This is an optimization exercise on Yosys and OpenROAD, whose aim is a short achievable clock period and few clock cycles per item, not a production implementation. Only simulation tests tie the RTL to the original design; equivalence was not proved. No activity file was given, so power comes from the tool's default toggle rates.

--- flow/config.mk ---
export PLATFORM = sky130hd
export DESIGN_NAME = bilevel_run_length_encoder_unit
export DESIGN_NICKNAME = bilevel_run_length_encoder_unit
export VERILOG_FILES = /design/flow/design.v
export SDC_FILE = /design/flow/constraint.sdc
export NUM_CORES = 4
export LEC_CHECK = 0
export CAP_MARGIN = 20
export CORE_MARGIN = 2
export CORE_UTILIZATION = 60
export CTS_CLUSTER_DIAMETER = 100
export CTS_CLUSTER_SIZE = 30
export PLACE_DENSITY = 0.75
export SETUP_SLACK_MARGIN = 5.0
export SLEW_MARGIN = 20
--- flow/constraint.sdc ---
create_clock -name core_clock -period 8.0 [get_ports {i_clk}]
set_input_delay 1.6000 -clock core_clock [delete_from_list [all_inputs] [get_ports {i_clk}]]
set_output_delay 1.6000 -clock core_clock [all_outputs]
set_load 0.01 [all_outputs]
--- flow/run.sh ---
#!/bin/bash
# synth_recipe.tcl (not shown) runs the flow's synth.tcl, then flattens the netlist and writes it again
# the make line also repeats each setting of config.mk as NAME=value (left out here)
make -C /OpenROAD-flow-scripts/flow DESIGN_CONFIG=/design/flow/config.mk WORK_HOME=/design/flow/orfs CLKGATE_MAP_FILE= SYNTH_SCRIPT=/design/flow/synth_recipe.tcl finish
--- flow/design.v ---
`timescale 1ns / 1ps
`default_nettype none
package blre_pkg;
    localparam int MAX_WIDTH = 1024;
    localparam int COL_W     = $clog2(MAX_WIDTH);
    localparam int WID_W     = 13;
    localparam int HGT_W     = 15;
    localparam int CFG_W     = 15;
    localparam int CFG_IDX_W = 2;
    localparam int V_W       = 24;    
    localparam int N_W       = 9;     
    localparam int K_W       = 5;
    localparam int B_W       = 6;     
    localparam int EV_DEPTH  = 12;    
    localparam int EV_AW     = $clog2(EV_DEPTH);
    localparam logic [CFG_IDX_W-1:0] CFG_IMAGE_WIDTH   = 2'd0;
    localparam logic [CFG_IDX_W-1:0] CFG_IMAGE_HEIGHT  = 2'd1;
    localparam logic [CFG_IDX_W-1:0] CFG_FILTER_ENABLE = 2'd2;
    typedef struct packed {
        logic           hdr;     
        logic           fbit;    
        logic           pad;     
        logic [N_W-1:0] ones;    
        logic [N_W-1:0] nbits;   
        logic [V_W-1:0] val;     
        logic [K_W-1:0] sh;      
    } t_code;
    typedef struct packed {
        logic           hdr;
        logic           fbit;
        logic           pad;
        logic [7:0]     m0;      
        logic [31:0]    w;       
        logic [B_W-1:0] ol;      
        logic           inw;     
        logic [B_W-1:0] nby;     
        logic           nz;      
        logic           n1;      
    } t_ev;
    localparam int EV_W = 3 + 8 + 32 + B_W + 1 + B_W + 2;
endpackage
`default_nettype wire
`timescale 1ns / 1ps
`default_nettype none
module blre_ram #(
    parameter int DEPTH = 1024,
    parameter int HALF  = 32
) (
    input  wire logic                  i_clk,
    input  wire logic                  i_en,
    input  wire logic [DEPTH/HALF-1:0] i_pos_hi,
    input  wire logic [HALF-1:0]       i_pos_lo,
    input  wire logic                  i_din,
    output logic                       o_dout
);
    logic [DEPTH-1:0] r_sr;
    always_ff @(posedge i_clk) begin
        if (i_en) begin
            for (int i = 0; i < DEPTH - 1; i++) begin
                r_sr[i] <= (i_pos_hi[i / HALF] && i_pos_lo[i % HALF]) ? i_din : r_sr[i+1];
            end
            r_sr[DEPTH-1] <= i_din;
        end
    end
    assign o_dout = r_sr[0];
endmodule
`default_nettype wire
`timescale 1ns / 1ps
`default_nettype none
import blre_pkg::*;
module blre_ctrl (
    input  wire logic                       i_clk,
    input  wire logic                       i_rst_n,
    input  wire logic [COL_W-1:0]           i_wm1,       
    input  wire logic [31:0]                i_pos_hi,    
    input  wire logic [31:0]                i_pos_lo,    
    input  wire logic [HGT_W-1:0]           i_hm1,       
    input  wire logic                       i_w1,        
    input  wire logic                       i_w2,        
    input  wire logic                       i_h1,        
    input  wire logic                       i_h2,        
    input  wire logic                       i_filt,
    input  wire logic                       i_in_valid,
    input  wire logic                       i_in_stall,
    input  wire logic                       i_pixel,
    output logic                            o_code_vld,
    output blre_pkg::t_code                 o_code
);
    logic r00_v, r00_p;
    logic r0_v, r0_p;
    always_ff @(posedge i_clk) begin
        if (!i_rst_n) begin
            r00_v <= 1'b0;
            r0_v  <= 1'b0;
        end else begin
            r00_v <= i_in_valid && !i_in_stall;
            r0_v  <= r00_v;
        end
        r00_p <= i_pixel;
        r0_p  <= r00_p;
    end
    logic [COL_W-1:0] r_cl, cl;
    logic [HGT_W-1:0] r_rl, rl;
    logic             r_lc, r_lr;
    logic             r_first;
    logic             r_rownz;
    logic             above;
    logic             last_col, last_row;
    logic             r1_v, r1_f, r1_first, r1_last;
    blre_ram #(.DEPTH(MAX_WIDTH), .HALF(32)) u_line (
        .i_clk    (i_clk),
        .i_en     (r0_v),
        .i_pos_hi (i_pos_hi),
        .i_pos_lo (i_pos_lo),
        .i_din    (r0_p),
        .o_dout   (above)
    );
    always_comb begin
        cl       = r_first ? i_wm1 : r_cl;
        rl       = r_first ? i_hm1 : r_rl;
        last_col = r_first ? i_w1 : r_lc;
        last_row = r_first ? i_h1 : r_lr;
    end
    always_ff @(posedge i_clk) begin
        if (!i_rst_n) begin
            r_first <= 1'b1;
            r_rownz <= 1'b0;
            r1_v    <= 1'b0;
        end else begin
            r1_v <= r0_v;
            if (r0_v) begin
                r_first <= last_col && last_row;
                if (last_col) begin
                    r_rownz <= !last_row;
                end
            end
        end
    end
    always_ff @(posedge i_clk) begin
        if (r0_v) begin
            if (last_col) begin
                r_cl <= i_wm1;
                r_lc <= i_w1;
                r_rl <= rl - HGT_W'(1);
                r_lr <= r_first ? i_h2 : (r_rl == HGT_W'(1));
            end else begin
                r_cl <= cl - COL_W'(1);
                r_lc <= r_first ? i_w2 : (r_cl == COL_W'(1));
                r_rl <= rl;
                r_lr <= last_row;
            end
        end
    end
    always_ff @(posedge i_clk) begin
        r1_f     <= r0_p ^ (i_filt && r_rownz && above);
        r1_first <= r_first;
        r1_last  <= last_col && last_row;
    end
    logic             r_color;
    logic [V_W-1:0]   r_val;      
    logic [V_W-1:0]   r_mask;     
    logic             r_full;     
    logic [K_W-1:0]   r_k;
    logic [K_W-1:0]   r_sh;       
    logic [N_W-1:0]   r_ones;     
    logic [N_W-1:0]   r_nb;       
    logic [N_W-1:0]   r_nbn;      
    logic [V_W-1:0]   i_val, i_mask;
    logic             i_full;
    logic [K_W-1:0]   i_k, i_sh;
    logic [N_W-1:0]   i_ones, i_nb, i_nbn;
    logic             differ, restart;
    always_comb begin
        if (r_full) begin
            i_val  = '0;
            i_mask = {r_mask[V_W-2:0], 1'b1};
            i_full = 1'b0;
            i_k    = r_k + K_W'(1);
            i_sh   = r_sh - K_W'(1);
            i_ones = r_nb;
            i_nb   = r_nbn;
            i_nbn  = r_nbn + N_W'(r_k) + N_W'(2);
        end else begin
            i_val  = r_val + V_W'(1);
            i_mask = r_mask;
            i_full = (r_val == (r_mask ^ V_W'(2)));
            i_k    = r_k;
            i_sh   = r_sh;
            i_ones = r_ones;
            i_nb   = r_nb;
            i_nbn  = r_nbn;
        end
        differ  = (r1_f != r_color);
        restart = r1_first || differ;
    end
    always_ff @(posedge i_clk) begin
        if (r1_v) begin
            r_color <= r1_f;
            if (restart) begin
                r_val   <= '0;
                r_mask  <= V_W'(1);
                r_full  <= 1'b1;
                r_k     <= K_W'(1);
                r_sh    <= K_W'(V_W - 1);
                r_ones  <= N_W'(0);
                r_nb    <= N_W'(1);
                r_nbn   <= N_W'(3);
            end else begin
                r_val   <= i_val;
                r_mask  <= i_mask;
                r_full  <= i_full;
                r_k     <= i_k;
                r_sh    <= i_sh;
                r_ones  <= i_ones;
                r_nb    <= i_nb;
                r_nbn   <= i_nbn;
            end
        end
    end
    always_ff @(posedge i_clk) begin
        if (!i_rst_n) begin
            o_code_vld <= 1'b0;
        end else begin
            o_code_vld <= r1_v && (r1_first || r1_last || differ);
        end
        o_code.hdr  <= r1_first;
        o_code.fbit <= r1_f;
        o_code.pad  <= r1_last;
        if (r1_first) begin
            o_code.ones  <= N_W'(0);
            o_code.nbits <= r1_last ? N_W'(1) : N_W'(0);
            o_code.val   <= '0;
            o_code.sh    <= K_W'(V_W - 1);
        end else if (differ) begin
            o_code.ones  <= r_ones;
            o_code.nbits <= r1_last ? r_nb + N_W'(1) : r_nb;
            o_code.val   <= r_val;
            o_code.sh    <= r_sh;
        end else begin
            o_code.ones  <= i_ones;
            o_code.nbits <= i_nb;
            o_code.val   <= i_val;
            o_code.sh    <= i_sh;
        end
    end
endmodule
`default_nettype wire
`timescale 1ns / 1ps
`default_nettype none
import blre_pkg::*;
module blre_pack (
    input  wire logic             i_clk,
    input  wire logic             i_rst_n,
    input  wire logic [10:0]      i_we,       
    input  wire logic [HGT_W-1:0] i_he,       
    input  wire logic             i_filt,
    input  wire logic             i_code_vld,
    input  wire blre_pkg::t_code  i_code,
    output logic                  o_in_stall,
    output logic                  o_out_valid,
    input  wire logic             i_out_stall,
    output logic [7:0]            o_out_byte,
    output logic                  o_last_of_batch,
    output logic                  o_end_of_image
);
    logic [2:0]     r_fch;        
    logic           a_v, a_hdr, a_fbit, a_pad;
    logic [2:0]     a_f;
    logic [N_W-1:0] a_q;          
    logic [B_W-1:0] a_nby;
    logic [V_W-1:0] a_val;        
    always_ff @(posedge i_clk) begin
        if (!i_rst_n) begin
            r_fch <= '0;
            a_v   <= 1'b0;
        end else begin
            a_v <= i_code_vld;
            if (i_code_vld) begin
                r_fch <= i_code.pad ? 3'd0 : (r_fch + i_code.nbits[2:0]);
            end
        end
        a_hdr  <= i_code.hdr;
        a_fbit <= i_code.fbit;
        a_pad  <= i_code.pad;
        a_f    <= r_fch;
        a_q    <= {6'd0, r_fch} + i_code.ones;
        a_nby  <= B_W'(({6'd0, r_fch} + i_code.nbits + (i_code.pad ? N_W'(7) : N_W'(0))) >> 3);
        a_val  <= i_code.val << i_code.sh;
    end
    logic           b_v, b_hdr, b_fbit, b_pad;
    logic [2:0]     b_f;
    logic [31:0]    b_w;
    logic [B_W-1:0] b_qb;
    logic           b_qbz, b_qb1;
    logic [B_W-1:0] b_nby;
    logic           b_nz, b_n1;
    always_ff @(posedge i_clk) begin
        if (!i_rst_n) begin
            b_v <= 1'b0;
        end else begin
            b_v <= a_v;
        end
        b_hdr  <= a_hdr;
        b_fbit <= a_fbit;
        b_pad  <= a_pad;
        b_f    <= a_f;
        b_w    <= ~(32'hFFFF_FFFF >> a_q[2:0]) | ({a_val, 8'h00} >> a_q[2:0]);
        b_qb   <= a_q[N_W-1:3];
        b_qbz  <= (a_q[N_W-1:3] == '0);
        b_qb1  <= (a_q[N_W-1:3] == B_W'(1));
        b_nby  <= a_nby;
        b_nz   <= (a_nby == '0);
        b_n1   <= (a_nby == B_W'(1));
    end
    blre_pkg::t_ev c_ev;
    always_comb begin
        c_ev.hdr  = b_hdr;
        c_ev.fbit = b_fbit;
        c_ev.pad  = b_pad;
        c_ev.m0   = (b_qbz ? b_w[31:24] : 8'hFF) & (8'hFF >> b_f);
        c_ev.w    = b_qbz ? {b_w[23:0], 8'h00} : b_w;
        c_ev.ol   = b_qbz ? '0 : b_qb - B_W'(1);
        c_ev.inw  = b_qbz || b_qb1;
        c_ev.nby  = b_nby;
        c_ev.nz   = b_nz;
        c_ev.n1   = b_n1;
    end
    logic [EV_DEPTH*EV_W-1:0] r_q;
    logic [EV_DEPTH-1:0]      r_wp, r_rp;      
    logic [EV_DEPTH-1:0]      r_cnt;           
    logic                     pop;
    logic [EV_W-1:0]          head_bits;
    blre_pkg::t_ev            head;
    always_comb begin
        head_bits = '0;
        for (int i = 0; i < EV_DEPTH; i++) begin
            head_bits = head_bits | (r_q[i*EV_W +: EV_W] & {EV_W{r_rp[i]}});
        end
    end
    assign head = blre_pkg::t_ev'(head_bits);
    always_ff @(posedge i_clk) begin
        for (int i = 0; i < EV_DEPTH; i++) begin
            if (r_wp[i]) begin
                r_q[i*EV_W +: EV_W] <= c_ev;
            end
        end
    end
    always_ff @(posedge i_clk) begin
        if (!i_rst_n) begin
            r_wp       <= (EV_DEPTH)'(1);
            r_rp       <= (EV_DEPTH)'(1);
            r_cnt      <= '0;
            o_in_stall <= 1'b0;
        end else begin
            if (b_v) r_wp <= {r_wp[EV_DEPTH-2:0], r_wp[EV_DEPTH-1]};
            if (pop) r_rp <= {r_rp[EV_DEPTH-2:0], r_rp[EV_DEPTH-1]};
            if (b_v && !pop) begin
                r_cnt <= {r_cnt[EV_DEPTH-2:0], 1'b1};
            end else if (!b_v && pop) begin
                r_cnt <= {1'b0, r_cnt[EV_DEPTH-1:1]};
            end
            o_in_stall <= r_cnt[EV_DEPTH-9];
        end
    end
    logic             r_busy;
    logic             r_hdr;
    logic [2:0]       r_hcnt;
    logic             r_h6;        
    logic             r_fbit;
    logic             r_pad;
    logic             r_first;
    logic [7:0]       r_m0;
    logic [31:0]      r_w;
    logic [B_W-1:0]   r_ol;
    logic             r_inw;
    logic [B_W-1:0]   r_nby;
    logic             r_nz, r_n1;
    logic [7:0]       r_acc;
    logic             r_sv;        
    logic             go;
    logic             done;
    logic             push;
    logic [7:0]       p_byte;
    logic             p_last, p_eoi;
    logic [7:0]       hbyte;
    always_comb begin
        case (r_hcnt)
            3'd0:    hbyte = 8'hBB;
            3'd1:    hbyte = 8'hAD;
            3'd2:    hbyte = {5'b00000, i_we[10:8]};
            3'd3:    hbyte = i_we[7:0];
            3'd4:    hbyte = {1'b0, i_he[14:8]};
            3'd5:    hbyte = i_he[7:0];
            default: hbyte = {6'b000000, i_filt, r_fbit};
        endcase
        go     = r_busy && !r_sv;
        done   = 1'b0;
        push   = 1'b0;
        p_last = 1'b0;
        p_eoi  = 1'b0;
        if (r_hdr) begin
            p_byte = hbyte;
        end else if (r_first) begin
            p_byte = r_acc | r_m0;
        end else if (r_inw) begin
            p_byte = r_w[31:24];
        end else begin
            p_byte = 8'hFF;
        end
        if (go) begin
            if (r_hdr) begin
                push   = 1'b1;
                p_last = r_h6 && r_nz;
                done   = r_h6 && r_nz;
            end else begin
                push   = !r_nz;
                p_last = r_n1;
                p_eoi  = r_n1 && r_pad;
                done   = r_nz || r_n1;
            end
        end
        pop = (!r_busy || done) && r_cnt[0];
    end
    always_ff @(posedge i_clk) begin
        if (!i_rst_n) begin
            r_busy <= 1'b0;
            r_acc  <= '0;
        end else begin
            if (go && !r_hdr) begin
                if (r_nz) begin
                    r_acc <= r_acc | r_m0;
                end else if (r_n1) begin
                    if (r_pad) begin
                        r_acc <= '0;
                    end else if (!r_first && r_inw) begin
                        r_acc <= r_w[23:16];
                    end else begin
                        r_acc <= r_w[31:24];
                    end
                end
            end
            if (pop) begin
                r_busy <= 1'b1;
            end else if (done) begin
                r_busy <= 1'b0;
            end
        end
    end
    always_ff @(posedge i_clk) begin
        if (pop) begin
            r_hdr   <= head.hdr;
            r_hcnt  <= '0;
            r_h6    <= 1'b0;
            r_fbit  <= head.fbit;
            r_pad   <= head.pad;
            r_first <= 1'b1;
            r_m0    <= head.m0;
            r_w     <= head.w;
            r_ol    <= head.ol;
            r_inw   <= head.inw;
            r_nby   <= head.nby;
            r_nz    <= head.nz;
            r_n1    <= head.n1;
        end else if (go) begin
            if (r_hdr) begin
                r_hcnt <= r_hcnt + 3'd1;
                r_h6   <= (r_hcnt == 3'd5);
                if (r_h6) begin
                    r_hdr <= 1'b0;
                end
            end else begin
                r_first <= 1'b0;
                if (!r_first) begin
                    if (r_inw) begin
                        r_w <= {r_w[23:0], 8'h00};
                    end else begin
                        r_ol  <= r_ol - B_W'(1);
                        r_inw <= (r_ol == B_W'(1));
                    end
                end
                r_nby <= r_nby - B_W'(1);
                r_n1  <= (r_nby == B_W'(2));
            end
        end
    end
    logic       r_ov, r_ol_o, r_oe;
    logic [7:0] r_ob;
    logic       r_cl, r_ce;
    logic [7:0] r_cb;
    logic       r_sl, r_se;
    logic [7:0] r_sb;
    logic       free;
    logic [9:0] o_new;
    always_comb begin
        free  = !r_ov || !i_out_stall;
        o_new = r_sv ? {r_se, r_sl, r_sb} : {p_eoi, p_last, p_byte};
    end
    always_ff @(posedge i_clk) begin
        if (!i_rst_n) begin
            r_ov <= 1'b0;
            r_sv <= 1'b0;
        end else begin
            r_ov <= (r_ov && i_out_stall) || r_sv || push;
            r_sv <= !free && (r_sv || push);
        end
    end
    always_ff @(posedge i_clk) begin
        {r_oe, r_ol_o, r_ob} <= free ? o_new : {r_ce, r_cl, r_cb};
        {r_ce, r_cl, r_cb}   <= free ? o_new : {r_oe, r_ol_o, r_ob};
        if (push) begin
            r_sb <= p_byte;
            r_sl <= p_last;
            r_se <= p_eoi;
        end
    end
    assign o_out_valid     = r_ov;
    assign o_out_byte      = r_ob;
    assign o_last_of_batch = r_ol_o;
    assign o_end_of_image  = r_oe;
endmodule
`default_nettype wire
`timescale 1ns / 1ps
`default_nettype none
import blre_pkg::*;
module bilevel_run_length_encoder_unit (
    input  wire logic                             i_clk,
    input  wire logic                             i_rst_n,
    input  wire logic                             i_cfg_we,
    input  wire logic [blre_pkg::CFG_IDX_W-1:0]   i_cfg_idx,
    input  wire logic [blre_pkg::CFG_W-1:0]       i_cfg_data,
    input  wire logic                             i_in_valid,
    output logic                                  o_in_stall,
    input  wire logic                             i_pixel,
    output logic                                  o_out_valid,
    input  wire logic                             i_out_stall,
    output logic [7:0]                            o_out_byte,
    output logic                                  o_last_of_batch,
    output logic                                  o_end_of_image
);
    logic [WID_W-1:0] r_w;
    logic [HGT_W-1:0] r_h;
    logic             r_f;
    logic [10:0]      r_we;
    logic [COL_W-1:0] r_wm1;
    logic [HGT_W-1:0] r_he;
    logic [HGT_W-1:0] r_hm1;
    logic [31:0]      r_pos_hi, r_pos_lo;
    logic             r_w1, r_w2, r_h1, r_h2;    
    logic             code_vld;
    blre_pkg::t_code  code;
    always_ff @(posedge i_clk) begin
        if (!i_rst_n) begin
            r_w <= WID_W'(1);
            r_h <= HGT_W'(1);
            r_f <= 1'b0;
        end else if (i_cfg_we) begin
            case (i_cfg_idx)
                CFG_IMAGE_WIDTH:   r_w <= i_cfg_data[WID_W-1:0];
                CFG_IMAGE_HEIGHT:  r_h <= i_cfg_data[HGT_W-1:0];
                CFG_FILTER_ENABLE: r_f <= i_cfg_data[0];
                default: ;
            endcase
        end
    end
    always_ff @(posedge i_clk) begin
        if (r_w == '0) begin
            r_wm1 <= '0;
        end else if (r_w > WID_W'(MAX_WIDTH)) begin
            r_wm1 <= COL_W'(MAX_WIDTH - 1);
        end else begin
            r_wm1 <= COL_W'(r_w - WID_W'(1));
        end
        if (r_h == '0) begin
            r_hm1 <= '0;
        end else begin
            r_hm1 <= r_h - HGT_W'(1);
        end
        r_we     <= {1'b0, r_wm1} + 11'd1;
        r_he     <= r_hm1 + HGT_W'(1);
        r_pos_hi <= 32'd1 << r_wm1[9:5];
        r_pos_lo <= 32'd1 << r_wm1[4:0];
        r_w1     <= (r_wm1 == COL_W'(0));
        r_w2     <= (r_wm1 == COL_W'(1));
        r_h1     <= (r_hm1 == HGT_W'(0));
        r_h2     <= (r_hm1 == HGT_W'(1));
    end
    blre_ctrl u_ctrl (
        .i_clk      (i_clk),
        .i_rst_n    (i_rst_n),
        .i_wm1      (r_wm1),
        .i_pos_hi   (r_pos_hi),
        .i_pos_lo   (r_pos_lo),
        .i_hm1      (r_hm1),
        .i_w1       (r_w1),
        .i_w2       (r_w2),
        .i_h1       (r_h1),
        .i_h2       (r_h2),
        .i_filt     (r_f),
        .i_in_valid (i_in_valid),
        .i_in_stall (o_in_stall),
        .i_pixel    (i_pixel),
        .o_code_vld (code_vld),
        .o_code     (code)
    );
    blre_pack u_pack (
        .i_clk           (i_clk),
        .i_rst_n         (i_rst_n),
        .i_we            (r_we),
        .i_he            (r_he),
        .i_filt          (r_f),
        .i_code_vld      (code_vld),
        .i_code          (code),
        .o_in_stall      (o_in_stall),
        .o_out_valid     (o_out_valid),
        .i_out_stall     (i_out_stall),
        .o_out_byte      (o_out_byte),
        .o_last_of_batch (o_last_of_batch),
        .o_end_of_image  (o_end_of_image)
    );
endmodule
`default_nettype wire
==> results of run 1 <==
[sequential cells by signal, indices dropped and copies added, names as in the netlist, 10 cells and up]
register,count
u_ctrl.r_cl,10
u_ctrl.o_code,50
u_pack.r_w,31
r_h,15
r_wm1,10
r_w,13
u_pack.r_cnt,12
u_ctrl.u_line.r_sr,1024
r_pos_lo,32
r_we,11
r_he,15
u_pack.b_w,31
u_pack.r_q,684
u_ctrl.r_val,24
u_ctrl.r_mask,23
r_hm1,15
u_pack.r_wp,12
u_ctrl.r_rl,15
u_pack.a_val,24
r_pos_hi,32
u_pack.r_rp,12
[worst max-delay path: stages, from the launching register on]
cell      delay, ns
dfxtp_1        0.64
inv_1          0.17
ha_1           0.33
a222oi_1       0.84
o32ai_1        0.39
o21a_1         0.30
a21o_1         0.16
[cells in the mapped netlist, types with 16 or more instances]
| cell type | instances |
|---|---|
| nand2b_1 | 20 |
| edfxtp_1 | 1888 |
| nand3_1 | 110 |
| nand2_1 | 1246 |
| a221oi_1 | 176 |
| a211oi_1 | 21 |
| ha_1 | 45 |
| a21oi_1 | 134 |
| nor3_1 | 48 |
| a21o_1 | 25 |
| mux2i_1 | 108 |
| xor2_1 | 70 |
| o21ai_0 | 106 |
| mux2_1 | 23 |
| nor2b_1 | 21 |
| nor3b_1 | 16 |
| a22o_1 | 173 |
| nor2_1 | 271 |
| clkbuf_1 | 437 |
| buf_1 | 30 |
| mux4_2 | 20 |
| xnor2_1 | 86 |
| buf_2 | 48 |
| nor4_1 | 20 |
| a31oi_1 | 22 |
| inv_1 | 76 |
| mux2_2 | 1065 |
| and3_1 | 34 |
| dfxtp_1 | 385 |
[kinds of logic (layout without fill, tap and decap cells)]
| family | Yosys count | in the layout | share of synthesized area [%] |
|---|---|---|---|
| flops | 2273 | 2273 | 67.19 |
| simple gates | 1870 | 1870 | 8.160 |
| mux | 1216 | 1216 | 14.38 |
| fa+ha+maj | 50 | 50 | 0.6919 |
| xor+xnor | 156 | 156 | 1.426 |
| other cells | 0 | 1 | 0 |
| buf+inv | 603 | 364 | 2.456 |
| compound gates | 745 | 747 | 5.693 |
[path summary, 6_finish.rpt]
path / cells after the start / end
setup / recovery: 6 / u_pack.r_cb[4]$_DFF_P_
hold reg to reg: 0 / u_pack.b_f[1]$_DFF_P_
setup reg to reg: 6 / u_pack.r_cb[4]$_DFF_P_
hold / removal: 0 / u_pack.b_f[1]$_DFF_P_
[where the power goes]
group | total, mW | switching [mW] | internal [mW]
combinational | 1.32 | 0.866 | 0.454
clock | 5.62 | 3.45 | 2.16
sequential | 13.5 | 0.381 | 13.1
total | 20.5 | 4.70 | 15.8
[per-layer routing]
metal	track usage (%)	wire (um)	vias to the layer above
met5	0	70	-
met4	6.088	4542	12
met3	4.605	21670	268
met2	39.71	98540	2379
met1	39.58	91940	27700
li1	-	-	24760
[timing repair]
action | in CTS | in global routing
endpoints found under the setup margin | 118 | 85
gates cloned | 2 | 0
gates resized for setup | 76 | 4
pin swaps | 2 | 1
buffers inserted | 2 | 2
[metrics by stage]
| stage | util, % | setup TNS, ns | std cells | setup WS (ns) | hold slack, ns |
|---|---|---|---|---|---|
| final | 63.25 | 0 | 8749 | 5.059 | 0.3372 |
| after global routing | 63.25 | 0 | 8748 | 5.000 | 0.3531 |
| after CTS | 63.18 | 0 | 8741 | 5.034 | 0.3400 |
| after detailed placement | 61.56 | 0 | 8580 | 4.088 | 0.3121 |
| after global placement | 61.54 | 0 | 8580 | 4.287 | 0.3107 |
| after floorplan | - | -0.4117 | 6913 | -0.2736 | 0.3096 |
[layout make-up]
class	instances	area share [%]
inverter	81	0.3131
clock buffer	155	2.488
tap	2072	2.585
multi-input combinational	4039	29.08
timing repair buffer	126	1.075
sequential	2273	64.41
clock inverter	2	0.03868
antenna	1	0.002495
==> impl_results.md, run 1 <==
* Outcome: finished clean
* Total GRT Usage at 26.14%
* Launch point of the worst reg-to-reg path: u_pack.r_hcnt[2]$_SDFFE_PP0P_
* Main area contributors after synthesis: edfxtp_1, mux2_2, dfxtp_1, nand2_1, clkbuf_1
* Final Slew Violations at 0
* Count of different cell masters after synthesis at 79
* Yosys warns at 4
* Final setup viols at 0
* Die W at 403.7 um
* Initial antenna violation count at 5
* Gpl congestion at 0.8703
* Initial Util at 60.45%
* First-pass GRT wire length at 325300 um
* Clk root buf: clkbuf_16
* Synth Register Bits at 2273
* Unrepaired setup endpoints after global routing: no
* Reg2reg setup slack at 5.06 ns
* Vias at 55120
* Crit path capture type: register
* Post-Synthesis Cell Area at 0.09585 mm^2
* Maximum vdd drop at 215.8 uV
* Worst-path fanout max at 13
* DRT antenna net count at 0
* Die area at 0.1630 mm^2
* Post-DP Area at 0.09761 mm^2
* GRT Residual Overflow at 0
* Input/output buffers at 34
* Total chip power at 20.45 mW
* Io pins at 35
* Drt pass-1 iters at 8
* Clock tree sinks at 2273
* Clock Latency Late Sink at 0.74 ns
* CTS Hold Bufs at 0
* TritonCTS clock tree: done
* Synth Flop Type: edfxtp_1
* Worst EP required at 8.63 ns
* Core area at 0.1586 mm^2
* CTS Buf Count at 86
* FFs w/ async S/R, synth at 0%
* CP Class: reg -> reg
* Clk_skew at 0.03264 ns
* Worst slew pin tran at 1.351 ns
* Leak at 32.36 nW
* Hpwl dp at 116200 um
* Max-slew headroom at 9.953%
* Commonest non-fill, non-tap cells in the layout: edfxtp_1, nand2_1, mux2_2
* Hold Path Origin: u_pack.a_f[1]$_DFF_P_
* Detailed Route WL at 216800 um
* Worst path arrival time at 3.57 ns
* Synth top area share at 59.15%
* Commonest non-fill, non-tap cell in the layout: edfxtp_1
* Fin crit period at 2.941 ns
* # fillers at 11400
* 1st-iter DRT viols at 6865
* Fin nets at 6680
* Clk buf depth at 3
* Area growth syn-to-layout at 4.636%
* Sequential-to-total area share from yosys stat at 67.19%
* Avg Vias per Cell at 6.300
* Fmax at 0.3401 GHz
* Final hold vios at 0
* Share of cells above drive strength 1 at 21.30%
* Mean Syn Cell Area at 13.86 um^2
* Largest net degree at the start of global routing at 289
* Fin crit share at 36.76%
* Cell count after synthesis at 6913
* Multi-input combinational cell area at 0.02917 mm^2
* Post-layout instance area at 0.1003 mm^2
* Total power per unit cell area at 203.9 mW/mm^2
* Worst Hold Class: reg -> reg
* Post-synth EDFFs at 1888
* Reg area at 0.06460 mm^2
* Drc violations at 0
* MaxCap Viol Count at 0
* Cell taking the most area after synthesis: edfxtp_1
* FP Rows at 146
* Syn_nets at 6986
* Clock slew at reported path FFs at 0.11 ns
* H-tree Lvls at 3
* Startpoint class of the critical path: register
* Start point of the critical path: u_pack.r_hcnt[2]$_SDFFE_PP0P_
* DIE HEIGHT at 403.7 um
* Vias in the first global route at 52080
* Avg WL per Cell at 24.77 um
Testbench counts, summed over its fixed seeds: cycles 87,169, pixels 86,579.
==> run 2: changes to the inputs <==
--- a/flow/design.v
+++ b/flow/design.v
@@ -366,6 +366,7 @@
     logic             r_hdr;
     logic [2:0]       r_hcnt;
     logic             r_h6;        
+    logic             r_L;         
     logic             r_fbit;
     logic             r_pad;
     logic             r_first;
@@ -411,13 +412,12 @@
             if (r_hdr) begin
                 push   = 1'b1;
                 p_last = r_h6 && r_nz;
-                done   = r_h6 && r_nz;
             end else begin
                 push   = !r_nz;
                 p_last = r_n1;
                 p_eoi  = r_n1 && r_pad;
-                done   = r_nz || r_n1;
             end
+            done = r_L;
         end
         pop = (!r_busy || done) && r_cnt[0];
     end
@@ -451,6 +451,7 @@
             r_hdr   <= head.hdr;
             r_hcnt  <= '0;
             r_h6    <= 1'b0;
+            r_L     <= !head.hdr && (head.nz || head.n1);
             r_fbit  <= head.fbit;
             r_pad   <= head.pad;
             r_first <= 1'b1;
@@ -465,6 +466,7 @@
             if (r_hdr) begin
                 r_hcnt <= r_hcnt + 3'd1;
                 r_h6   <= (r_hcnt == 3'd5);
+                r_L    <= r_h6 ? r_n1 : ((r_hcnt == 3'd5) && r_nz);
                 if (r_h6) begin
                     r_hdr <= 1'b0;
                 end
@@ -480,6 +482,7 @@
                 end
                 r_nby <= r_nby - B_W'(1);
                 r_n1  <= (r_nby == B_W'(2));
+                r_L   <= (r_nby == B_W'(2));
             end
         end
     end
==> flow/flow/run.sh (new file) <==
#!/bin/bash
set -euo pipefail
W=$(pwd)
make -C "$FLOW_HOME" DESIGN_CONFIG="$W/config.mk" WORK_HOME="$W/orfs" CLKGATE_MAP_FILE= \
    SYNTH_SCRIPT="$W/synth_recipe.tcl" \
    CORE_UTILIZATION=70 CORE_MARGIN=2 PLACE_DENSITY=0.85 CAP_MARGIN=20 SLEW_MARGIN=20 \
    CTS_CLUSTER_SIZE=30 CTS_CLUSTER_DIAMETER=100 \
    SETUP_SLACK_MARGIN=5.6 finish > "$W/make_finish.log" 2>&1
R="$W/orfs/results/$FLOW_PLATFORM/bilevel_run_length_encoder_unit/base"
: # left out here: write the final layout as DEF
==> flow/standard.sh (new file) <==
#!/bin/bash
# synth_recipe.tcl (not shown) runs the flow's synth.tcl, then flattens the netlist and writes it again
# the make line also repeats each setting of config.mk as NAME=value (left out here)
make -C /OpenROAD-flow-scripts/flow DESIGN_CONFIG=/design/flow/config.mk WORK_HOME=/design/flow/orfs CLKGATE_MAP_FILE= SYNTH_SCRIPT=/design/flow/synth_recipe.tcl "${@:-finish}"
--- a/flow/config.mk
+++ b/flow/config.mk
@@ -7,9 +7,9 @@
 export LEC_CHECK = 0
 export CAP_MARGIN = 20
 export CORE_MARGIN = 2
-export CORE_UTILIZATION = 60
+export CORE_UTILIZATION = 70
 export CTS_CLUSTER_DIAMETER = 100
 export CTS_CLUSTER_SIZE = 30
-export PLACE_DENSITY = 0.75
+export PLACE_DENSITY = 0.85
 export SETUP_SLACK_MARGIN = 5.0
 export SLEW_MARGIN = 20
removed: flow/run.sh
==> run 2 against run 1 <==
Against the previous run:
- wire length rose by 3.0%
- area after synthesis barely moved
- still clean on timing, DRC and antenna
- global-route usage rose by 5.1 points
- non-clock buffer count rose by 34
- critical path type is now reg -> out
==> impl_results.md, run 2 <==
* Fmax at 0.3487 GHz
* Final Slew Violations at 0
* FFs w/ async S/R, synth at 0%
* Worst-path fanout max at 2
* Avg WL per Cell at 26.13 um
* Synth Flop Type: edfxtp_1
* Switching pwr at 4.810 mW
* Yosys warns at 4
* Fin nets at 6757
* Max reg flops at 1024
* Synth Register Bits at 2274
* Synth top area share at 59.16%
* Largest net degree at the start of global routing at 180
* First-pass GRT wire length at 333900 um
* Initial antenna violation count at 10
* Crit path capture type: primary output
* Final hold vios at 0
* Syn_nets at 7025
* Hold path cells at 0
* Total power per unit cell area at 204.1 mW/mm^2
* Sequential share of power at 65.5%
* Worst setup margin at 5.132 ns
* Maximum vdd drop at 185.3 uV
* Total GRT Usage at 31.23%
* Die W at 374.1 um
* DIE HEIGHT at 374.1 um
* Detailed Route WL at 223300 um
* CP Class: reg -> out
* Outcome: finished clean
* Sequential-to-total area share from yosys stat at 67.20%
* Commonest non-fill, non-tap cell in the layout: edfxtp_1
* DRT antenna net count at 0
* Worst slew pin tran at 1.228 ns
* Hpwl dp at 120500 um
* Vias at 56930
* Area growth syn-to-layout at 5.260%
* Start point of the critical path: u_pack.r_ob[3]$_DFF_P_
* Main area contributors after synthesis: edfxtp_1, mux2_2, dfxtp_1, nand2_1, clkbuf_1
* Place WS at 4.482 ns
* CTS Buf Count at 86
* Count leader, synth: edfxtp_1
* Share of cells above drive strength 1 at 22.08%
* Io pins at 35
* Max-slew headroom at 18.14%
* Post-Synthesis Cell Area at 0.09588 mm^2
* Hold Path Origin: u_ctrl.r00_p$_DFF_P_
* 1st-iter DRT viols at 7893
* Count of different cell masters after synthesis at 77
* Worst EP required at 6.40 ns
* Worst reg-to-reg path cell count at 7
* Unrepaired setup endpoints after global routing: yes
* Total internal power at 15.79 mW
* Leak at 32.90 nW
* Largest Register: u_ctrl.u_line.r_sr
* Biggest registers after layout: u_ctrl.u_line.r_sr (1024), u_pack.r_q (684), u_ctrl.o_code (50)
* CP cell instances: buf_6
* Die area at 0.1399 mm^2
* Mean Syn Cell Area at 13.79 um^2
* FP Rows at 135
* Critical path's largest stage delay at 0.40 ns
* Drt pass-1 iters at 6
* Commonest non-fill, non-tap cells in the layout: edfxtp_1, nand2_1, mux2_2
* Cell taking the most area after synthesis: edfxtp_1
* Gpl congestion at 0.9070
* WP buf/inv at 1
* Switching share of power at 23.35%
* MaxCap Viol Count at 0
* Fin crit share at 35.85%
* Clock tree sinks at 2274
* Clk root buf: clkbuf_16
* Synth cell count leaders: edfxtp_1, nand2_1, mux2_2
* Avg Vias per Cell at 6.663
* Clock slew at reported path FFs at 0.11 ns
* Crit path max-delay family: flip-flops
* Logic pwr share at 7.1%
* Initial Util at 70.69%
* Launch point of the worst reg-to-reg path: u_pack.r_hcnt[0]$_SDFFE_PP0P_
* Fin crit period at 2.868 ns
* Crit-path slowest cell: dfxtp_4
* Core area at 0.1356 mm^2
* Startpoint class of the critical path: register
* Clock Latency Late Sink at 0.76 ns
* Crit path depth at 1
* Clock share of power at 27.3%
* Vias in the first global route at 54230
* Worst path arrival time at 1.27 ns
* Setup Total Neg Slack at 0 ns
* Placed insts at 8333
* Post-synth EDFFs at 1889
* TritonCTS clock tree: done
* Final setup viols at 0
* Clk_skew at 0.03327 ns
* Input/output buffers at 34
* Cell count after synthesis at 6952
* Worst Hold Class: reg -> reg
* Finished Layout Cells at 8545
* Drc violations at 0
* Clk buf depth at 3
* H-tree Lvls at 3
* GRT Residual Overflow at 0
==> run 2: changes by cell type in the layout (fill, tap and decap cells not counted), moves of 13 or more <==
cell / before / now
a21o_1: 25 / 47
a31oi_1: 22 / 47
buf_6: 0 / 21
nand3_1: 110 / 70
buf_2: 14 / 1
nand2_1: 1246 / 1274
mux2_1: 23 / 0
mux2i_1: 108 / 124
a21oi_1: 133 / 115
nor2_1: 271 / 301
==> run 2: final timing paths <==
kind	end	slack (ns)
worst max-delay path	o_out_byte[3]	5.13
worst min-delay path	u_ctrl.r0_p$_DFF_P_	0.33
worst max register to register	u_pack.r_ob[6]$_DFF_P_	5.35
worst min register to register	u_ctrl.r0_p$_DFF_P_	0.33
==> run 2: final cells by class <==
cell class / instances / area, um^2
timing repair inverter: 2 / 10.01
inverter: 81 / 317.8
clock buffer: 151 / 2417
clock inverter: 10 / 132.6
multi-input combinational: 4079 / 29350
sequential: 2274 / 64640
fill: 7983 / 34710
timing repair buffer: 160 / 1809
antenna: 7 / 17.52
tap: 1781 / 2228
==> run 2: per-stage QoR <==
| stage | instance area (um^2) | hold slack [ns] | utilization, % | power, mW |
|---|---|---|---|---|
| finish | 100900 | 0.3346 | 74.41 | 20.60 |
| global route | 100900 | 0.3431 | 74.41 | 21.11 |
| CTS | 100500 | 0.3385 | 74.08 | 20.54 |
| detailed placement | 97300 | 0.3151 | 71.73 | 15.06 |
| global placement | 97260 | 0.3114 | 71.71 | 14.99 |
| floorplan | 95980 | 0.3096 | - | 14.52 |
==> run 2: routing by layer <==
layer | global-route usage (%) | up-vias | wire length (um)
li1 | - | 24980 | -
met1 | 43.76 | 28310 | 84770
met3 | 4.900 | 463 | 22700
met2 | 50.33 | 3178 | 107200
met5 | 0 | - | 21
met4 | 11.04 | 4 | 8548
==> run 2: cells by family (layout without fill, tap and decap cells) <==
| kind of cell | after synthesis | count (layout) | synth area share, % |
|---|---|---|---|
| buffers and inverters | 600 | 404 | 2.449 |
| xor gates and xnor gates | 155 | 155 | 1.416 |
| other | 0 | 7 | 0 |
| adders and majority gates | 50 | 50 | 0.6916 |
| muxes | 1208 | 1208 | 14.12 |
| and+or+nand+nor | 1879 | 1879 | 8.152 |
| AOI/OAI and AO/OA | 786 | 787 | 5.973 |
| DFF | 2274 | 2274 | 67.20 |
==> run 2: power by group through the flow <==
stage | combinational, mW | sequential (mW) | clock [mW]
floorplan | 0.899 | 13.6 | 0
global placement | 1.26 | 13.7 | 0
detailed placement | 1.31 | 13.7 | 0
CTS | 1.39 | 13.5 | 5.65
global route | 1.56 | 13.5 | 6.02
finish | 1.47 | 13.5 | 5.63
==> run 2: repair_timing <==
| action | CTS | global route |
|---|---|---|
| gates resized for setup | 156 | 28 |
| setup buffers | 14 | 14 |
| hold buffers | 0 | 0 |
| setup endpoints to repair | 1366 | 804 |
| endpoints found under the hold margin | 0 | 0 |
| gates cloned | 7 | 3 |
| pin swaps | 9 | 9 |
Testbench counts of run 2, summed over its fixed seeds: cycles 87,169, pixels 86,579.
==> run 3: changes to the inputs <==
--- a/flow/design.v
+++ b/flow/design.v
@@ -81,7 +81,7 @@
     input  wire logic                       i_h2,        
     input  wire logic                       i_filt,
     input  wire logic                       i_in_valid,
-    input  wire logic                       i_in_stall,
+    input  wire logic                       i_in_ready,
     input  wire logic                       i_pixel,
     output logic                            o_code_vld,
     output blre_pkg::t_code                 o_code
@@ -93,7 +93,7 @@
             r00_v <= 1'b0;
             r0_v  <= 1'b0;
         end else begin
-            r00_v <= i_in_valid && !i_in_stall;
+            r00_v <= i_in_valid && i_in_ready;
             r0_v  <= r00_v;
         end
         r00_p <= i_pixel;
@@ -257,6 +257,7 @@
     input  wire logic             i_code_vld,
     input  wire blre_pkg::t_code  i_code,
     output logic                  o_in_stall,
+    output logic                  o_in_ready,     
     output logic                  o_out_valid,
     input  wire logic             i_out_stall,
     output logic [7:0]            o_out_byte,
@@ -351,6 +352,7 @@
             r_rp       <= (EV_DEPTH)'(1);
             r_cnt      <= '0;
             o_in_stall <= 1'b0;
+            o_in_ready <= 1'b1;
         end else begin
             if (b_v) r_wp <= {r_wp[EV_DEPTH-2:0], r_wp[EV_DEPTH-1]};
             if (pop) r_rp <= {r_rp[EV_DEPTH-2:0], r_rp[EV_DEPTH-1]};
@@ -360,6 +362,7 @@
                 r_cnt <= {1'b0, r_cnt[EV_DEPTH-1:1]};
             end
             o_in_stall <= r_cnt[EV_DEPTH-9];
+            o_in_ready <= !r_cnt[EV_DEPTH-9];
         end
     end
     logic             r_busy;
@@ -488,28 +491,35 @@
     end
     logic       r_ov, r_ol_o, r_oe;
     logic [7:0] r_ob;
+    logic       r_nov;
     logic       r_cl, r_ce;
     logic [7:0] r_cb;
     logic       r_sl, r_se;
     logic [7:0] r_sb;
     logic       free;
+    logic       ov_next;
     logic [9:0] o_new;
     always_comb begin
-        free  = !r_ov || !i_out_stall;
-        o_new = r_sv ? {r_se, r_sl, r_sb} : {p_eoi, p_last, p_byte};
+        free    = r_nov || !i_out_stall;
+        o_new   = r_sv ? {r_se, r_sl, r_sb} : {p_eoi, p_last, p_byte};
+        ov_next = (!r_nov && i_out_stall) || r_sv || push;
     end
     always_ff @(posedge i_clk) begin
         if (!i_rst_n) begin
-            r_ov <= 1'b0;
-            r_sv <= 1'b0;
-        end else begin
-            r_ov <= (r_ov && i_out_stall) || r_sv || push;
-            r_sv <= !free && (r_sv || push);
+            r_ov  <= 1'b0;
+            r_nov <= 1'b1;
+            r_sv  <= 1'b0;
+        end else begin
+            r_ov  <= ov_next;
+            r_nov <= !ov_next;
+            r_sv  <= !free && (r_sv || push);
         end
     end
     always_ff @(posedge i_clk) begin
         {r_oe, r_ol_o, r_ob} <= free ? o_new : {r_ce, r_cl, r_cb};
-        {r_ce, r_cl, r_cb}   <= free ? o_new : {r_oe, r_ol_o, r_ob};
+        if (free) begin
+            {r_ce, r_cl, r_cb} <= o_new;
+        end
         if (push) begin
             r_sb <= p_byte;
             r_sl <= p_last;
@@ -550,6 +560,7 @@
     logic [31:0]      r_pos_hi, r_pos_lo;
     logic             r_w1, r_w2, r_h1, r_h2;    
     logic             code_vld;
+    logic             in_ready;
     blre_pkg::t_code  code;
     always_ff @(posedge i_clk) begin
         if (!i_rst_n) begin
@@ -600,7 +611,7 @@
         .i_h2       (r_h2),
         .i_filt     (r_f),
         .i_in_valid (i_in_valid),
-        .i_in_stall (o_in_stall),
+        .i_in_ready (in_ready),
         .i_pixel    (i_pixel),
         .o_code_vld (code_vld),
         .o_code     (code)
@@ -614,6 +625,7 @@
         .i_code_vld      (code_vld),
         .i_code          (code),
         .o_in_stall      (o_in_stall),
+        .o_in_ready      (in_ready),
         .o_out_valid     (o_out_valid),
         .i_out_stall     (i_out_stall),
         .o_out_byte      (o_out_byte),
==> run 3 against run 2 <==
Against the previous run:
- wire length fell by 1.9%
- sequential power barely moved
- worst setup slack improved by 0.030 ns
- clock power fell by 0.7%
- synthesized cell count fell by 0.82%
- sequential cell count rose by 2
- non-clock buffer count fell by 34
- first-iteration DRC count rose by 1.6%
- register-to-register slack improved by 0.25 ns
- utilization fell by 0.48 points
- hold slack got worse by 0.011 ns
- total power fell by 0.65%
- critical endpoint is now o_out_byte[2]
- largest power group unchanged
==> impl_results.md, run 3 <==
* Outcome: finished clean
* Fin crit period at 2.838 ns
* Synth cell count leaders: edfxtp_1, nand2_1, mux2_2
* Core area at 0.1358 mm^2
* Switching share of power at 22.87%
* FP Rows at 135
* Commonest non-fill, non-tap cells in the layout: edfxtp_1, nand2_1, mux2_2
* Terminus of the critical flop-to-flop path: u_pack.r_w[16]$_DFFE_PP_
* Count leader, synth: edfxtp_1
* Worst hold margin at 0.3238 ns
* Finished Core Util at 73.92%
* DRT antenna net count at 0
* Drt pass-1 iters at 6
* Synth Flop Type: edfxtp_1
* Share of cells above drive strength 1 at 21.92%
* Max-slew headroom at 18.57%
* Clk root buf: clkbuf_16
* Syn_nets at 6968
* Leak at 32.44 nW
* TritonCTS clock tree: done
* Largest net degree at the start of global routing at 251
* Die W at 374.2 um
* Total GRT Usage at 30.53%
* Worst Hold Class: reg -> reg
* Drc violations at 0
* Worst EP required at 6.40 ns
* Synth top area share at 59.44%
* GRT Residual Overflow at 0
* Reg2reg setup slack at 5.60 ns
* Avg WL per Cell at 25.91 um
* Finished Layout Cells at 8456
* Clk buf depth at 3
* Fin crit share at 35.47%
* Place WS at 4.482 ns
* CP Class: reg -> out
* Vias in the first global route at 53350
* FFs w/ async S/R, synth at 0%
* Crit path capture type: primary output
* Final hold vios at 0
* Avg Vias per Cell at 6.693
* CP cell instances: buf_6
* Clk_skew at 0.04137 ns
* Detailed Route WL at 219100 um
* DIE HEIGHT at 374.2 um
* Clock slew at reported path FFs at 0.11 ns
* Post-synth EDFFs at 1899
* Setup Total Neg Slack at 0 ns
* Final Slew Violations at 0
* CTS Hold Bufs at 0
* Switching pwr at 4.680 mW
* Worst setup margin at 5.162 ns
* MaxCap Viol Count at 0
* Largest Register: u_ctrl.u_line.r_sr
* Placed insts at 8279
* Cell count after synthesis at 6895
* 1st-iter DRT viols at 8022
* Gpl congestion at 0.8852
* Count of different cell masters after synthesis at 85
* Final setup viols at 0
* Worst path arrival time at 1.24 ns
* Sequential share of power at 66.1%
* Area growth syn-to-layout at 4.653%
* Post-DP Area at 0.09732 mm^2
* Mean Syn Cell Area at 13.91 um^2
* Main area contributors after synthesis: edfxtp_1, mux2_2, dfxtp_1, nand2_1, clkbuf_1
* Vias at 56600
* Total power per unit cell area at 203.9 mW/mm^2
* Launch point of the worst reg-to-reg path: u_pack.r_rp[6]$_SDFFE_PN0P_
* Worst reg-to-reg path cell count at 5
* Startpoint class of the critical path: register
* Sequential-to-total area share from yosys stat at 67.31%
* Start point of the critical path: u_pack.r_ob[2]$_DFF_P_
* Hold path cells at 0
* Total chip power at 20.47 mW
* Io pins at 35
* H-tree Lvls at 3
* Clock Latency Late Sink at 0.76 ns
* Fmax at 0.3524 GHz
* First-pass GRT wire length at 327400 um
* Initial antenna violation count at 11
* Commonest non-fill, non-tap cell in the layout: edfxtp_1
* Worst-path fanout max at 1
* Total internal power at 15.79 mW
* CTS Buf Count at 85
* Max reg flops at 1024
* Die area at 0.1400 mm^2
* Clock tree sinks at 2276
* Yosys warns at 4
* WHS Endpoint: u_pack.b_f[0]$_DFF_P_
* Initial Util at 70.64%
* Critical path's largest stage delay at 0.39 ns
* Post-Synthesis Cell Area at 0.09593 mm^2
* Hold Path Origin: u_pack.a_f[0]$_DFF_P_
* Biggest registers after layout: u_ctrl.u_line.r_sr (1024), u_pack.r_q (684), u_ctrl.o_code (50)
* Fin nets at 6675
* Synth Register Bits at 2276
* Unrepaired setup endpoints after global routing: yes
* WP buf/inv at 1
* Input/output buffers at 34
* Crit-path slowest cell: dfxtp_2
* Hpwl dp at 120300 um
* Worst slew pin tran at 1.221 ns
* Post-layout instance area at 0.1004 mm^2
* Crit path max-delay family: flip-flops
* Cell taking the most area after synthesis: edfxtp_1
* Clock share of power at 27.3%
* Maximum vdd drop at 171.6 uV
* Logic pwr share at 6.6%
* # fillers at 8127
## run 3: cell count changes after synthesis, sizes merged, moves of 8 or more
cell and delta:
mux2i -21, edfxtp +10, a31oi -10, dfxtp -8, nor2 -44, nor3 +16, clkbuf -9, a21oi +18
mux4 +12, nand3 -8, or3 +10, nand2 -15
## run 3: cells by family (layout without fill, tap and decap cells)
family,after synthesis,after routing,synth area share [%]
simple gates,1840,1841,8.042
buf+inv,597,374,2.426
xor+xnor,152,153,1.396
other cells,0,1,0
mux,1204,1204,14.23
compound gates,776,776,5.901
fa+ha+maj,50,50,0.6913
flops,2276,2276,67.31
## run 3: layout make-up
class                           instances  area [um^2]  area share, %
Timing Repair inverter                  1        5.005       0.004985
Multi-Input combinational cell       4024        29260          29.14
Antenna cell                            1        2.502       0.002493
Clock buffer                          155         2454          2.444
Sequential cell                      2276        64710          64.46
Tap cell                             1781         2228          2.220
Inverter                               88        361.6         0.3602
Clock inverter                          4        50.05        0.04985
Timing Repair Buffer                  126         1324          1.319
## run 3: metal layers
layer | global-route usage [%] | vias up | part of all wire, %
met4 | 7.144 | 12 | 2.4
li1 | - | 24750 | -
met3 | 5.365 | 356 | 12
met1 | 46.98 | 28370 | 41
met2 | 46.00 | 3109 | 45
met5 | 0 | - | 0.035
## run 3: power groups by stage
stage	sequential (mW)	clock (mW)	combinational, mW
global route	13.6	5.96	1.45
floorplan	13.6	0	0.937
CTS	13.5	5.62	1.29
detailed placement	13.8	0	1.27
global placement	13.8	0	1.22
finish	13.5	5.59	1.34
## run 3: worst register-to-register path: stages, from the launching register on
cell and delay [ns]:
dfxtp_2 0.80, buf_4 0.71, a22o_1 0.31, a221oi_1 0.06, a31oi_1 0.28, a21o_1 0.11
## run 3: worst max-delay path by stage
stage,slack (ns),cells past startpoint,end
2_1_floorplan,-0.28,3,u_ctrl.r_first$_SDFFE_PN1P_
3_3_place_gp,4.45,5,u_pack.r_ov$_SDFF_PN0_
3_5_place_dp,4.48,5,u_pack.r_ov$_SDFF_PN0_
4_1_cts,5.13,1,o_out_byte[2]
5_1_grt,5.13,1,o_out_byte[2]
6_report,5.16,1,o_out_byte[2]
## run 3: timing repair
action                                   CTS  global route
endpoints found under the hold margin      0             0
setup buffers                              2             8
pin swaps                                  1             2
gates cloned                               4             1
endpoints found under the setup margin  1004           544
resized for setup                        102            45
Testbench counts of run 3, summed over its fixed seeds: cycles 87,169, pixels 86,579.
==> run 4: changes to the inputs <==
--- a/flow/design.v
+++ b/flow/design.v
@@ -11,7 +11,7 @@
     localparam int N_W       = 9;     
     localparam int K_W       = 5;
     localparam int B_W       = 6;     
-    localparam int EV_DEPTH  = 12;    
+    localparam int EV_DEPTH  = 11;    
     localparam int EV_AW     = $clog2(EV_DEPTH);
     localparam logic [CFG_IDX_W-1:0] CFG_IMAGE_WIDTH   = 2'd0;
     localparam logic [CFG_IDX_W-1:0] CFG_IMAGE_HEIGHT  = 2'd1;
@@ -86,18 +86,14 @@
     output logic                            o_code_vld,
     output blre_pkg::t_code                 o_code
 );
-    logic r00_v, r00_p;
     logic r0_v, r0_p;
     always_ff @(posedge i_clk) begin
         if (!i_rst_n) begin
-            r00_v <= 1'b0;
-            r0_v  <= 1'b0;
+            r0_v <= 1'b0;
         end else begin
-            r00_v <= i_in_valid && i_in_ready;
-            r0_v  <= r00_v;
+            r0_v <= i_in_valid && i_in_ready;
         end
-        r00_p <= i_pixel;
-        r0_p  <= r00_p;
+        r0_p <= i_pixel;
     end
     logic [COL_W-1:0] r_cl, cl;
     logic [HGT_W-1:0] r_rl, rl;
@@ -361,8 +357,8 @@
             end else if (!b_v && pop) begin
                 r_cnt <= {1'b0, r_cnt[EV_DEPTH-1:1]};
             end
-            o_in_stall <= r_cnt[EV_DEPTH-9];
-            o_in_ready <= !r_cnt[EV_DEPTH-9];
+            o_in_stall <= r_cnt[EV_DEPTH-8];
+            o_in_ready <= !r_cnt[EV_DEPTH-8];
         end
     end
     logic             r_busy;
@@ -559,6 +555,8 @@
     logic [HGT_W-1:0] r_hm1;
     logic [31:0]      r_pos_hi, r_pos_lo;
     logic             r_w1, r_w2, r_h1, r_h2;    
+    logic             w_zero, w_big;
+    logic [4:0]       lo_idx, hi_idx;
     logic             code_vld;
     logic             in_ready;
     blre_pkg::t_code  code;
@@ -576,27 +574,37 @@
             endcase
         end
     end
-    always_ff @(posedge i_clk) begin
-        if (r_w == '0) begin
-            r_wm1 <= '0;
-        end else if (r_w > WID_W'(MAX_WIDTH)) begin
-            r_wm1 <= COL_W'(MAX_WIDTH - 1);
-        end else begin
-            r_wm1 <= COL_W'(r_w - WID_W'(1));
+    always_comb begin
+        w_zero = (r_w == '0);
+        w_big  = (r_w > WID_W'(MAX_WIDTH));
+        lo_idx = r_w[4:0] - 5'd1;
+        hi_idx = r_w[9:5] - {4'd0, (r_w[4:0] == 5'd0)};
+    end
+    always_ff @(posedge i_clk) begin
+        if (w_zero) begin
+            r_wm1    <= '0;
+            r_pos_hi <= 32'd1;
+            r_pos_lo <= 32'd1;
+        end else if (w_big) begin
+            r_wm1    <= COL_W'(MAX_WIDTH - 1);
+            r_pos_hi <= 32'h8000_0000;
+            r_pos_lo <= 32'h8000_0000;
+        end else begin
+            r_wm1    <= COL_W'(r_w - WID_W'(1));
+            r_pos_hi <= 32'd1 << hi_idx;
+            r_pos_lo <= 32'd1 << lo_idx;
         end
         if (r_h == '0) begin
             r_hm1 <= '0;
         end else begin
             r_hm1 <= r_h - HGT_W'(1);
         end
-        r_we     <= {1'b0, r_wm1} + 11'd1;
-        r_he     <= r_hm1 + HGT_W'(1);
-        r_pos_hi <= 32'd1 << r_wm1[9:5];
-        r_pos_lo <= 32'd1 << r_wm1[4:0];
-        r_w1     <= (r_wm1 == COL_W'(0));
-        r_w2     <= (r_wm1 == COL_W'(1));
-        r_h1     <= (r_hm1 == HGT_W'(0));
-        r_h2     <= (r_hm1 == HGT_W'(1));
+        r_w1 <= (r_w == WID_W'(0)) || (r_w == WID_W'(1));
+        r_w2 <= (r_w == WID_W'(2));
+        r_h1 <= (r_h == HGT_W'(0)) || (r_h == HGT_W'(1));
+        r_h2 <= (r_h == HGT_W'(2));
+        r_we <= {1'b0, r_wm1} + 11'd1;
+        r_he <= r_hm1 + HGT_W'(1);
     end
     blre_ctrl u_ctrl (
         .i_clk      (i_clk),
==> run 4 against run 3 <==
Against the previous run:
- combinational power is 26% higher
- hold slack better by 0.015 ns
- worst setup slack worse by 0.084 ns
- cell area is 1.4% lower
- sequential power hardly changed
- total power is 0.24% higher
- still clean
- clock skew is 0.012 ns higher
- area after synthesis is 2.0% lower
- largest cell class unchanged
- sequential cell count is 62 lower
==> impl_results.md, run 4 <==
* Outcome: finished clean
* CP Capture Point: o_last_of_batch
* Avg Vias per Cell at 6.665
* DRT antenna net count at 0
* Worst path arrival time at 1.32 ns
* Count leader, synth: edfxtp_1
* Initial antenna violation count at 4
* GRT Residual Overflow at 0
* Main area contributors after synthesis: edfxtp_1, mux2_2, dfxtp_1, nand2_1, clkbuf_1
* Syn_nets at 6890
* Crit-path slowest cell: dfxtp_4
* Fin nets at 6643
* Unrepaired setup endpoints after global routing: yes
* Mean Syn Cell Area at 13.79 um^2
* Total power per unit cell area at 207.2 mW/mm^2
* Worst slew pin tran at 1.208 ns
* Largest net degree at the start of global routing at 280
* Cell count after synthesis at 6815
* Fin crit share at 36.52%
* Multiplexer area fraction after synthesis at 14.60%
* Gpl congestion at 0.8581
* Final hold vios at 0
* CTS Hold Bufs at 0
* CP Class: reg -> out
* Clock slew at reported path FFs at 0.11 ns
* Core area at 0.1333 mm^2
* Synth top area share at 58.84%
* Max-slew headroom at 19.47%
* FP Rows at 134
* FFs w/ async S/R, synth at 0%
* Start point of the critical path: u_pack.r_ol_o$_DFF_P_
* Clk root buf: clkbuf_16
* Clk buf depth at 3
* Count of different cell masters after synthesis at 82
* Biggest registers after layout: u_ctrl.u_line.r_sr (1024), u_pack.r_q (627), u_ctrl.o_code (50)
* Terminus of the critical flop-to-flop path: u_pack.r_ob[7]$_DFF_P_
* H-tree Lvls at 3
* CP cell instances: buf_6
* Total GRT Usage at 30.95%
* Synth cell count leaders: edfxtp_1, nand2_1, mux2_2
* Die W at 370.5 um
* Clock tree sinks at 2214
* Drt pass-1 iters at 6
* Critical path's largest stage delay at 0.43 ns
* Crit path max-delay family: flip-flops
* WP buf/inv at 1
* Commonest non-fill, non-tap cell in the layout: edfxtp_1
* Clock Latency Late Sink at 0.78 ns
* Vias in the first global route at 53710
* Final Slew Violations at 0
* Synth Area in Compound Gates at 5.569%
* Final setup viols at 0
* First-pass GRT wire length at 323200 um
* Io pins at 35
* Sequential-to-total area share from yosys stat at 66.77%
* Share of cells above drive strength 1 at 23.03%
* Post-synth EDFFs at 1842
* TritonCTS clock tree: done
* Synth Register Bits at 2214
* Cell taking the most area after synthesis: edfxtp_1
* Post-DP Area at 0.09548 mm^2
* Largest Register: u_ctrl.u_line.r_sr
* Worst reg-to-reg path cell count at 6
* Reg2reg setup slack at 5.43 ns
* Hpwl dp at 118300 um
* Yosys warns at 4
* Post-synthesis xor/xnor area fraction at 1.547%
* Avg WL per Cell at 25.74 um
* Crit path depth at 1
* Worst-path fanout max at 1
* Worst Hold Class: reg -> reg
* Clk_skew at 0.05316 ns
* Initial Util at 70.52%
* DIE HEIGHT at 370.5 um
* Max reg flops at 1024
* Startpoint class of the critical path: register
* Synth Area in Adders at 0.7321%
* Commonest non-fill, non-tap cells in the layout: edfxtp_1, nand2_1, mux2_2
* Post-layout instance area at 0.09900 mm^2
* Area growth syn-to-layout at 5.319%
* Die area at 0.1372 mm^2
* CTS Buf Count at 83
* Leak at 32.33 nW
* Crit path capture type: primary output
* Drc violations at 0
* 1st-iter DRT viols at 7806
* Total chip power at 20.52 mW
* Post-Synthesis Cell Area at 0.09400 mm^2
* Fin crit period at 2.922 ns
* Fmax at 0.3422 GHz
* Simple-gate share of the synthesized area at 8.322%
* Maximum vdd drop at 190.6 uV
* Launch point of the worst reg-to-reg path: u_pack.r_hcnt[0]$_SDFFE_PP0P_
* Detailed Route WL at 216500 um
* Worst EP required at 6.40 ns
* Synth Flop Type: edfxtp_1
* Vias at 56050
* Largest family of logic cells by synthesized area: multiplexers
* MaxCap Viol Count at 0
* Input/output buffers at 34
-- run 4: layout make-up --
type | count | area, um^2
flip-flops and latches | 2214 | 62960
inverters | 79 | 331.6
fillers | 7907 | 34290
well taps | 1768 | 2212
repair buffers | 174 | 1750
clock buffers | 148 | 2321
clock inverters | 8 | 121.4
repair inverters | 1 | 5.005
multi-input cells | 4015 | 29300
diodes | 2 | 5.005
-- run 4: where the power goes --
group,leakage (nW),switching (mW),total [mW],internal [mW]
Clock,1.16,3.38,5.42,2.04
Sequential,20.3,0.396,13.4,13.0
Combinational,10.8,1.00,1.69,0.681
Total,32.3,4.78,20.5,15.7
-- run 4: timing repair --
item | CTS | global route
cloned | 3 | 1
setup buffers | 25 | 21
gates resized for setup | 144 | 53
pin swaps | 12 | 14
endpoints found under the setup margin | 1203 | 686
-- run 4: worst min path at each step --
stage                                    from               endpoint  slack, ns  cells after the start
finish              u_ctrl.o_code[48]$_DFF_P_  u_pack.a_fbit$_DFF_P_       0.34                      0
global placement        u_pack.a_f[2]$_DFF_P_  u_pack.b_f[2]$_DFF_P_       0.31                      0
CTS                 u_ctrl.o_code[48]$_DFF_P_  u_pack.a_fbit$_DFF_P_       0.34                      0
floorplan           u_ctrl.o_code[48]$_DFF_P_  u_pack.a_fbit$_DFF_P_       0.31                      0
detailed placement  u_ctrl.o_code[48]$_DFF_P_  u_pack.a_fbit$_DFF_P_       0.31                      0
global route        u_ctrl.o_code[48]$_DFF_P_  u_pack.a_fbit$_DFF_P_       0.34                      0
-- run 4: cells by family (layout without fill, tap and decap cells) --
| kind of cell | Yosys count | after routing |
|---|---|---|
| flip-flops | 2214 | 2214 |
| AND/OR/NAND/NOR | 1867 | 1868 |
| multiplexers | 1210 | 1210 |
| AO/OA/AOI/OAI | 719 | 719 |
| buffers and inverters | 587 | 410 |
| XOR/XNOR | 166 | 166 |
| adder cells (fa/ha/maj) | 52 | 52 |
| other | 0 | 2 |
-- run 4: per-layer routing --
| layer | up-vias | track usage, % | routed length [um] |
|---|---|---|---|
| met3 | 429 | 4.778 | 22300 |
| li1 | 24540 | - | - |
| met5 | - | 0.6294 | 132 |
| met4 | 4 | 9.818 | 6956 |
| met1 | 28030 | 44.31 | 84060 |
| met2 | 3052 | 49.42 | 103000 |
-- run 4: metrics by stage --
step                      cells  utilization [%]  setup slack (ns)  hold slack, ns  TNS [ns]
after floorplan            6815                -           -0.1348          0.3096   -0.1348
after global routing       8409            74.27             5.058          0.3448         0
after detailed placement   8199            71.63             4.400          0.3146         0
after global placement     8198            71.61             4.460          0.3122         0
final                      8409            74.27             5.078          0.3392         0
after CTS                  8383            73.90             5.053          0.3394         0
Testbench counts of run 4, summed over its fixed seeds: cycles 87,121, pixels 86,579.

-- re-timing with driven ports --
In the flow no input, the clock included, has a driving cell. The finished layouts below were timed again as built, in two steps. Step 1 sets driving cells, clkbuf_16 on the clock port and buf_2 on the other inputs (assumed; they add their load-dependent delay and slew). Step 2, shift: input delay + t, output delay - t, t = (earliest + latest rising clock arrival at the registers) / 2. This alone moves slack from input paths to output paths. Slacks: no drivers / after step 1 / after step 2; pairs: no drivers / after step 1.
run | t, ns | setup WS [ns] | worst register clock-pin slew, ns
run 1 | 0.804 | 5.059 / 5.011 / 4.472 | 0.12 / 0.12
run 2 | 0.828 | 5.132 / 5.050 / 4.844 | 0.12 / 0.12
run 3 | 0.826 | 5.162 / 5.079 / 4.728 | 0.12 / 0.12
run 4 | 0.831 | 5.078 / 4.998 / 4.797 | 0.12 / 0.12
After both steps every run listed still meets setup and hold. The setup slack of run 1, which loses most, moves by -0.048 ns with the drivers and by -0.587 ns with both steps.
